Context: an optimization exercise on an open-source flow, tuned for a short achievable clock period and few clock cycles. The choices shown serve that exercise and are no tape-out recipe. The RTL was checked by simulation tests, not by an equivalence proof against the original design. No activity file was given, so power comes from the tool's default toggle rates.

### flow/run.sh
#!/bin/bash
# synth_recipe.tcl (not shown) runs the flow's synth.tcl, then flattens the netlist and writes it again
# the make line also repeats each setting of config.mk as NAME=value (left out here)
make -C /OpenROAD-flow-scripts/flow DESIGN_CONFIG=/design/flow/config.mk WORK_HOME=/design/flow/orfs CLKGATE_MAP_FILE= SYNTH_SCRIPT=/design/flow/synth_recipe.tcl finish
### flow/config.mk
export PLATFORM = sky130hd
export DESIGN_NAME = kill_search_engine
export DESIGN_NICKNAME = kill_search_engine
export VERILOG_FILES = /design/flow/design.v
export SDC_FILE = /design/flow/constraint.sdc
export NUM_CORES = 4
export LEC_CHECK = 0
export CAP_MARGIN = 20
export CORE_MARGIN = 2
export CORE_UTILIZATION = 40
export SLEW_MARGIN = 20
### flow/constraint.sdc
create_clock -name core_clock -period 7.0 [get_ports {i_clk}]
set_input_delay 1.4000 -clock core_clock [delete_from_list [all_inputs] [get_ports {i_clk}]]
set_output_delay 1.4000 -clock core_clock [all_outputs]
set_load 0.01 [all_outputs]
### flow/design.v
package gobang_pkg;
   localparam int         CELLS   = 225;
   localparam logic [7:0] NO_MOVE = 8'hFF;
   localparam logic [1:0] EMPTY = 2'b00;
   localparam logic [1:0] BLACK = 2'b01;
   localparam logic [1:0] WHITE = 2'b10;
   typedef logic [CELLS-1:0][1:0] board_t;
   typedef enum logic [2:0] {
      S_IDLE,
      S_QUERY,
      S_WAIT,
      S_DESCEND,
      S_ASCEND,
      S_DONE
   } state_t;
   function automatic logic [1:0] opp_side(input logic [1:0] s);
      opp_side = {s[0], s[1]};
   endfunction
endpackage
module kill_stack #(
   parameter int DEPTH = 9,
   parameter int W     = 8
) (
   input  logic         i_clk,
   input  logic         i_rst,
   input  logic         i_clr,
   input  logic         i_push,
   input  logic         i_pop,
   input  logic [W-1:0] i_data,
   output logic [W-1:0] o_top
);
   localparam int CW = $clog2(DEPTH + 1);
   logic [DEPTH-1:0][W-1:0] mem_q, mem_d;
   logic [CW-1:0]           cnt_q, cnt_d;
   logic                    empty, full;
   assign empty = (cnt_q == '0);
   assign full  = (cnt_q == CW'(DEPTH));
   assign o_top = empty ? '1 : mem_q[0];
   always_comb begin
      mem_d = mem_q;
      cnt_d = cnt_q;
      if (i_clr) begin
         cnt_d = '0;
      end else if (i_push && !full) begin
         mem_d = {mem_q[DEPTH-2:0], i_data};
         cnt_d = cnt_q + 1'b1;
      end else if (i_pop && !empty) begin
         mem_d = {{W{1'b1}}, mem_q[DEPTH-1:1]};
         cnt_d = cnt_q - 1'b1;
      end
   end
   always_ff @(posedge i_clk or posedge i_rst) begin
      if (i_rst) begin
         mem_q <= '0;
         cnt_q <= '0;
      end else begin
         mem_q <= mem_d;
         cnt_q <= cnt_d;
      end
   end
endmodule
module kill_search_engine #(
   parameter int MAX_DEPTH   = 9,
   parameter int MOVE_W      = 8,
   parameter int NODE_BUDGET = 4096
) (
   input  logic              i_clk,
   input  logic              i_rst,
   input  logic              i_start,
   input  logic              i_abort,
   input  logic [4:0]        i_depth,
   input  logic [1:0]        i_side,
   input  gobang_pkg::board_t i_board,
   output logic              o_q_valid,
   input  logic              i_q_ready,
   output gobang_pkg::board_t o_q_board,
   output logic [4:0]        o_q_level,
   output logic [MOVE_W-1:0] o_q_after,
   input  logic              i_r_valid,
   input  logic              i_r_found,
   input  logic [MOVE_W-1:0] i_r_move,
   input  logic              i_r_win,
   output logic              o_busy,
   output logic              o_finish,
   output logic              o_sha,
   output logic [MOVE_W-1:0] o_first_move,
   output logic              o_timeout
);
   localparam logic [MOVE_W-1:0] NOMV    = MOVE_W'(gobang_pkg::NO_MOVE);
   localparam logic [4:0]        LIM_MAX = 5'(MAX_DEPTH - 1);
   gobang_pkg::state_t            state_q, state_d;
   logic [2*gobang_pkg::CELLS-1:0] board_q, board_d;
   logic [4:0]        level_q, level_d;
   logic [4:0]        lim_q, lim_d;
   logic [MOVE_W-1:0] after_q, after_d;
   logic [MOVE_W-1:0] mv_q, mv_d;         
   logic [MOVE_W-1:0] first_q, first_d;
   logic [1:0]        side_q, side_d;
   logic              res_q, res_d;       
   logic              sha_q, sha_d;
   logic              stk_push, stk_pop, stk_clr;
   logic [MOVE_W-1:0] stk_top;
   logic              atk, cand_ok;
   logic              rv, rres;
   logic [4:0]        rlvl;
   logic [MOVE_W-1:0] rmv;
   kill_stack #(
      .DEPTH (MAX_DEPTH),
      .W     (MOVE_W)
   ) u_stack (
      .i_clk  (i_clk),
      .i_rst  (i_rst),
      .i_clr  (stk_clr),
      .i_push (stk_push),
      .i_pop  (stk_pop),
      .i_data (mv_q),
      .o_top  (stk_top)
   );
   assign atk     = ~level_q[0];
   assign cand_ok = i_r_found && (int'(i_r_move) < gobang_pkg::CELLS) && (board_q[{i_r_move, 1'b0} +: 2] == gobang_pkg::EMPTY);
   always_ff @(posedge i_clk or posedge i_rst) begin
      if (i_rst) state_q <= gobang_pkg::S_IDLE;
      else       state_q <= state_d;
   end
   always_comb begin
      state_d  = state_q;
      board_d  = board_q;
      level_d  = level_q;
      lim_d    = lim_q;
      after_d  = after_q;
      mv_d     = mv_q;
      first_d  = first_q;
      side_d   = side_q;
      res_d    = res_q;
      sha_d    = sha_q;
      stk_push = 1'b0;
      stk_pop  = 1'b0;
      stk_clr  = 1'b0;
      rv       = 1'b0;
      rres     = 1'b0;
      rlvl     = level_q;
      rmv      = NOMV;
      case (state_q)
         gobang_pkg::S_IDLE: begin
            if (i_start) begin
               state_d = gobang_pkg::S_QUERY;
               board_d = i_board;
               level_d = '0;
               after_d = NOMV;
               lim_d   = (int'(i_depth) >= MAX_DEPTH) ? LIM_MAX : i_depth;
               side_d  = i_side;
               sha_d   = 1'b0;
               first_d = NOMV;
               stk_clr = 1'b1;
            end
         end
         gobang_pkg::S_DONE: state_d = gobang_pkg::S_IDLE;
         default: begin
            if (i_abort) begin
               state_d = gobang_pkg::S_DONE;
               sha_d   = 1'b0;
               first_d = NOMV;
            end else begin
               case (state_q)
                  gobang_pkg::S_QUERY: begin
                     if (i_q_ready) begin
                        state_d = gobang_pkg::S_WAIT;
                     end
                  end
                  gobang_pkg::S_WAIT: begin
                     if (i_r_valid) begin
                        if (!cand_ok) begin
                           rv   = 1'b1;
                           rres = ~atk;
                        end else if (i_r_win) begin
                           rv   = 1'b1;
                           rres = atk;
                           rmv  = i_r_move;
                        end else if (level_q == lim_q) begin
                           if (atk) begin
                              after_d = i_r_move;
                              state_d = gobang_pkg::S_QUERY;
                           end else begin
                              rv   = 1'b1;
                              rres = 1'b0;
                           end
                        end else begin
                           mv_d    = i_r_move;
                           state_d = gobang_pkg::S_DESCEND;
                        end
                     end
                  end
                  gobang_pkg::S_DESCEND: begin
                     board_d[{mv_q, 1'b0} +: 2] = atk ? side_q : gobang_pkg::opp_side(side_q);
                     stk_push      = 1'b1;
                     level_d       = level_q + 5'd1;
                     after_d       = NOMV;
                     state_d       = gobang_pkg::S_QUERY;
                  end
                  gobang_pkg::S_ASCEND: begin
                     board_d[{stk_top, 1'b0} +: 2] = gobang_pkg::EMPTY;
                     stk_pop          = 1'b1;
                     level_d          = level_q - 5'd1;
                     if (res_q == level_q[0]) begin
                        rv   = 1'b1;
                        rres = res_q;
                        rlvl = level_q - 5'd1;
                        rmv  = stk_top;
                     end else begin
                        after_d = stk_top;
                        state_d = gobang_pkg::S_QUERY;
                     end
                  end
                  default: state_d = gobang_pkg::S_IDLE;
               endcase
            end
         end
      endcase
      if (rv) begin
         if (rlvl == '0) begin
            state_d = gobang_pkg::S_DONE;
            sha_d   = rres;
            first_d = rres ? rmv : NOMV;
         end else begin
            state_d = gobang_pkg::S_ASCEND;
            res_d   = rres;
            level_d = rlvl;
         end
      end
   end
   always_ff @(posedge i_clk or posedge i_rst) begin
      if (i_rst) begin
         board_q <= '0;
         level_q <= '0;
         lim_q   <= '0;
         after_q <= NOMV;
         mv_q    <= NOMV;
         first_q <= NOMV;
         side_q  <= gobang_pkg::BLACK;
         res_q   <= 1'b0;
         sha_q   <= 1'b0;
      end else begin
         board_q <= board_d;
         level_q <= level_d;
         lim_q   <= lim_d;
         after_q <= after_d;
         mv_q    <= mv_d;
         first_q <= first_d;
         side_q  <= side_d;
         res_q   <= res_d;
         sha_q   <= sha_d;
      end
   end
   assign o_timeout = 1'b0;
   always_comb begin
      o_q_valid = (state_q == gobang_pkg::S_QUERY);
      o_busy    = (state_q == gobang_pkg::S_QUERY) || (state_q == gobang_pkg::S_WAIT) ||
                  (state_q == gobang_pkg::S_DESCEND) || (state_q == gobang_pkg::S_ASCEND);
      o_finish  = (state_q == gobang_pkg::S_DONE);
   end
   assign o_q_board    = board_q;
   assign o_q_level    = level_q;
   assign o_q_after    = after_q;
   assign o_sha        = sha_q;
   assign o_first_move = first_q;
endmodule
==> notes.md <==
==> critical path, cell delays in order (launching register included) <==
cell and delay (ns):
dfrtp_1 0.55, or4_1 0.46, nand2_1 0.25, inv_1 0.10, ha_1 0.39, or3b_2 0.57, o221ai_1 0.25, nand2_1 0.75
nor2_1 1.23, a21oi_1 0.55, o21ai_0 0.29, o211ai_1 0.18, o21ai_0 0.16, o21ai_0 0.10
==> stage by stage <==
step / cells / hold slack [ns] / cell area (um^2) / util / setup WS (ns)
2_1_floorplan: 5079 / 0.4569 / 38430 / - / -2.101
3_3_place_gp: 6955 / 0.4690 / 49090 / 0.5159 / 1.093
3_5_place_dp: 6955 / 0.4763 / 49090 / 0.5159 / 0.9675
4_1_cts: 7086 / 0.4815 / 51440 / 0.5406 / 1.573
5_1_grt: 7112 / 0.4980 / 51560 / 0.5418 / 1.101
6_report: 7137 / 0.4876 / 51620 / 0.5425 / 1.007
==> Yosys cell counts (all sizes together) (15+ instances only) <==
library cell	instances	area (um^2)
a211o	15	131.4
a211oi	74	555.5
a21oi	504	2522
a22o	66	578.1
a22oi	110	825.8
a311oi	70	613.1
a31oi	141	882.1
a32oi	43	376.6
and2	19	118.9
buf	66	316.5
clkbuf	406	1524
dfrtp	542	13560
dfstp	25	656.9
inv	85	319.1
mux2i	53	530.5
mux4	46	1036
nand2	748	2815
nand3	144	720.7
nor2	519	1948
nor3	166	840.8
o211ai	42	315.3
o21ai	793	3969
o221ai	32	280.3
o22ai	65	412.9
o2bb2ai	31	271.5
o311ai	30	270.3
o31ai	19	142.6
==> metal layers <==
metal,vias to the layer above,track usage,share of wire
li1,20130,-,-
met1,24660,0.6460,0.34
met2,5054,0.7558,0.39
met3,1572,0.2626,0.16
met4,32,0.4753,0.11
met5,-,0.008704,0.00088
==> report_power, final <==
part           internal [mW]  switching, mW  leakage (nW)
combinational           5.24           10.8          11.0
clock                   2.19           1.68          1.16
sequential              4.64           2.59          6.93
==> layout make-up <==
| type | count | area (um^2) | share of cell area |
|---|---|---|---|
| Clock inverter | 20 | 209.0 | 0.004048 |
| Multi-Input combinational cell | 3955 | 22350 | 0.4329 |
| Clock buffer | 111 | 2140 | 0.04145 |
| Tap cell | 1265 | 1583 | 0.03066 |
| Antenna cell | 50 | 125.1 | 0.002424 |
| Inverter | 85 | 325.3 | 0.006302 |
| Timing Repair Buffer | 1084 | 10670 | 0.2066 |
| Sequential cell | 567 | 14220 | 0.2756 |
==> placed cells by master, fill, tap and decap left out, drive strengths merged, types with 12 or more instances in the layout <==
cell type,count
clkdlybuf4s50,942
o21ai,793
nand2,748
dfrtp,542
nor2,519
a21oi,504
nor3,166
nand3,144
buf,142
a31oi,141
clkbuf,111
a22oi,110
inv,86
a211oi,74
a311oi,70
a22o,66
o22ai,65
mux2i,53
diode,50
mux4,46
a32oi,43
o211ai,42
o221ai,32
o2bb2ai,31
o311ai,30
dfstp,25
o31ai,19
and2,19
a211o,15
clkinv,15
a21o,14
a2111oi,14
nor4,13
or3,12
xnor2,12
mux2,12
==> flip-flops by register name, summed over array words and instances, names as in the netlist, 2 cells and up <==
signal and cells:
first_q 8, u_stack.cnt_q 4, after_q 8, board_q 450
state_q 3, side_q 2, lim_q 5, mv_q 8
u_stack.mem_q 72, level_q 5
==> kinds of logic after synthesis <==
family / Yosys count / share of synthesized area
mux: 111 / 0.04448
other cells: 1 / 0.00009759
flops: 567 / 0.3701
fa+ha+maj: 10 / 0.003452
buf+inv: 557 / 0.05620
xor+xnor: 17 / 0.004070
simple gates: 1683 / 0.1833
compound gates: 2133 / 0.3384
==> final timing paths <==
path / slack [ns] / start / to
setup / recovery: 1.01 / u_stack.cnt_q[0] / board_q[443]
hold reg to reg: 0.49 / u_stack.mem_q[67] / u_stack.mem_q[67]
max in group asynchronous: 4.17 / i_rst / board_q[397]
setup reg to reg: 1.01 / u_stack.cnt_q[0] / board_q[443]
min in group asynchronous: 1.27 / i_rst / board_q[67]
hold / removal: 0.49 / u_stack.mem_q[67] / u_stack.mem_q[67]
==> out/results.ini <==
[sta]
final.period_utilization = 0.8561
rsz0062_at_grt = no
finalMaxSlewViolations = 0
hold_violations = 0
timing.slew.headroom = 0.09653
worst_slew_pin_slew_ns = 1.350
clock.fmax_ghz = 0.1669
skew_ns = 0.03678
final.min_clock_period_ns = 5.993
setup_viol = 0
setup_tns_ns = 0

[worst_setup_path]
critPathKind = register to register
crit_arrival_ns = 6.52
worst-r2r-cell-count = 13
cp-end-kind = register
worstPathRequired_ns = 7.53
startpoint_type = register
cp_max_fo = 13

[floorplan]
ioPinCount = 949
start_util = 0.4038
die_area_mm2 = 0.09856
die_h_um = 313.9
coreArea_mm2 = 0.09515
die_w_um = 313.9
fp-row-count = 113

[finish]
nNetsFinal = 6248
syn_to_final_growth_pct = 34.33
fillers = 9008
drive_gt1_frac = 0.07214

[route]
viasPerCell = 7.209
via_count = 51450
wirelength_um = 283800
route.detailed.drc = 0
drt_iter0_drc = 9985
drtAntennaViolNets = 0
wl_per_cell_um = 39.76
dr.pass1.iters = 9

[clock_network]
cts_resized = 0
clk_path_buf_depth = 3
cts.hold.buffers_added = 0
h-tree-depth = 3
cts_tree = built
clock-sinks = 567
cts_setup_buffers = 0
cts_made_buffers = 72
clkLatencyLatePin_ns = 0.69
cts_root_buf = clkbuf_16
clk_pin_slew_ns = 0.06

[global_routing]
grt_pass1_vias = 46520
track_usage = 0.5531
antenna_found_initial = 63
grt_max_degree = 208
grt_pass1_wl_um = 382100
grt-ovfl-total = 0

[worst_hold_path]
hp-class = register to register
whs_path_depth = 1

[synthesis]
synthArstFlopShare = 1.000
synth_top_flop_cell = dfrtp_1
yosys.cell_types.count = 86
syn_inst = 5079
syn_nets = 5562
synth_edf_count = 0
synthesis.area_mm2 = 0.03843
ys_seq_area_frac = 0.3701
ys_ff_latch = 567
syn_area_per_cell_um2 = 7.566
yosysWarnings = 2

[placement]
portBuffers = 947
dp_hpwl_um = 205100
finalWeightedCongestion = 1.102

[job]
max_cap_violations = 0

[power]
peakVddDrop_mv = 0.4118
power_mw = 27.18
leakagePower_nw = 19.12
cellPowerDensity_mw_per_mm2 = 526.6

[run_status]
outcome = timing/DRC/antenna clean

Testbench counts, summed over its fixed seeds: cycles 131,883.

## re-timing with driven ports
The flow's constraints put no driver on any port. The routed layout listed below was extracted and timed again, unchanged, in two steps.
Step 1: set_driving_cell puts a clkbuf_16 on i_clk and a buf_2 on each other input, an assumption about the parent block.
Step 2, shift: input delay + t, output delay - t, t = (earliest + latest rising clock arrival at the registers) / 2. This alone moves slack from input paths to output paths.
Three values: ideal, step 1, step 2; two values: the first two.
shift t [ns]: 0.760
setup slack, ns: 1.007 / 1.007 / 0.596
worst setup path after step 2: input to register
After both steps setup and hold are still met in this run. The setup slack of this run moves by 0.000 ns with the drivers and by -0.411 ns with both steps.
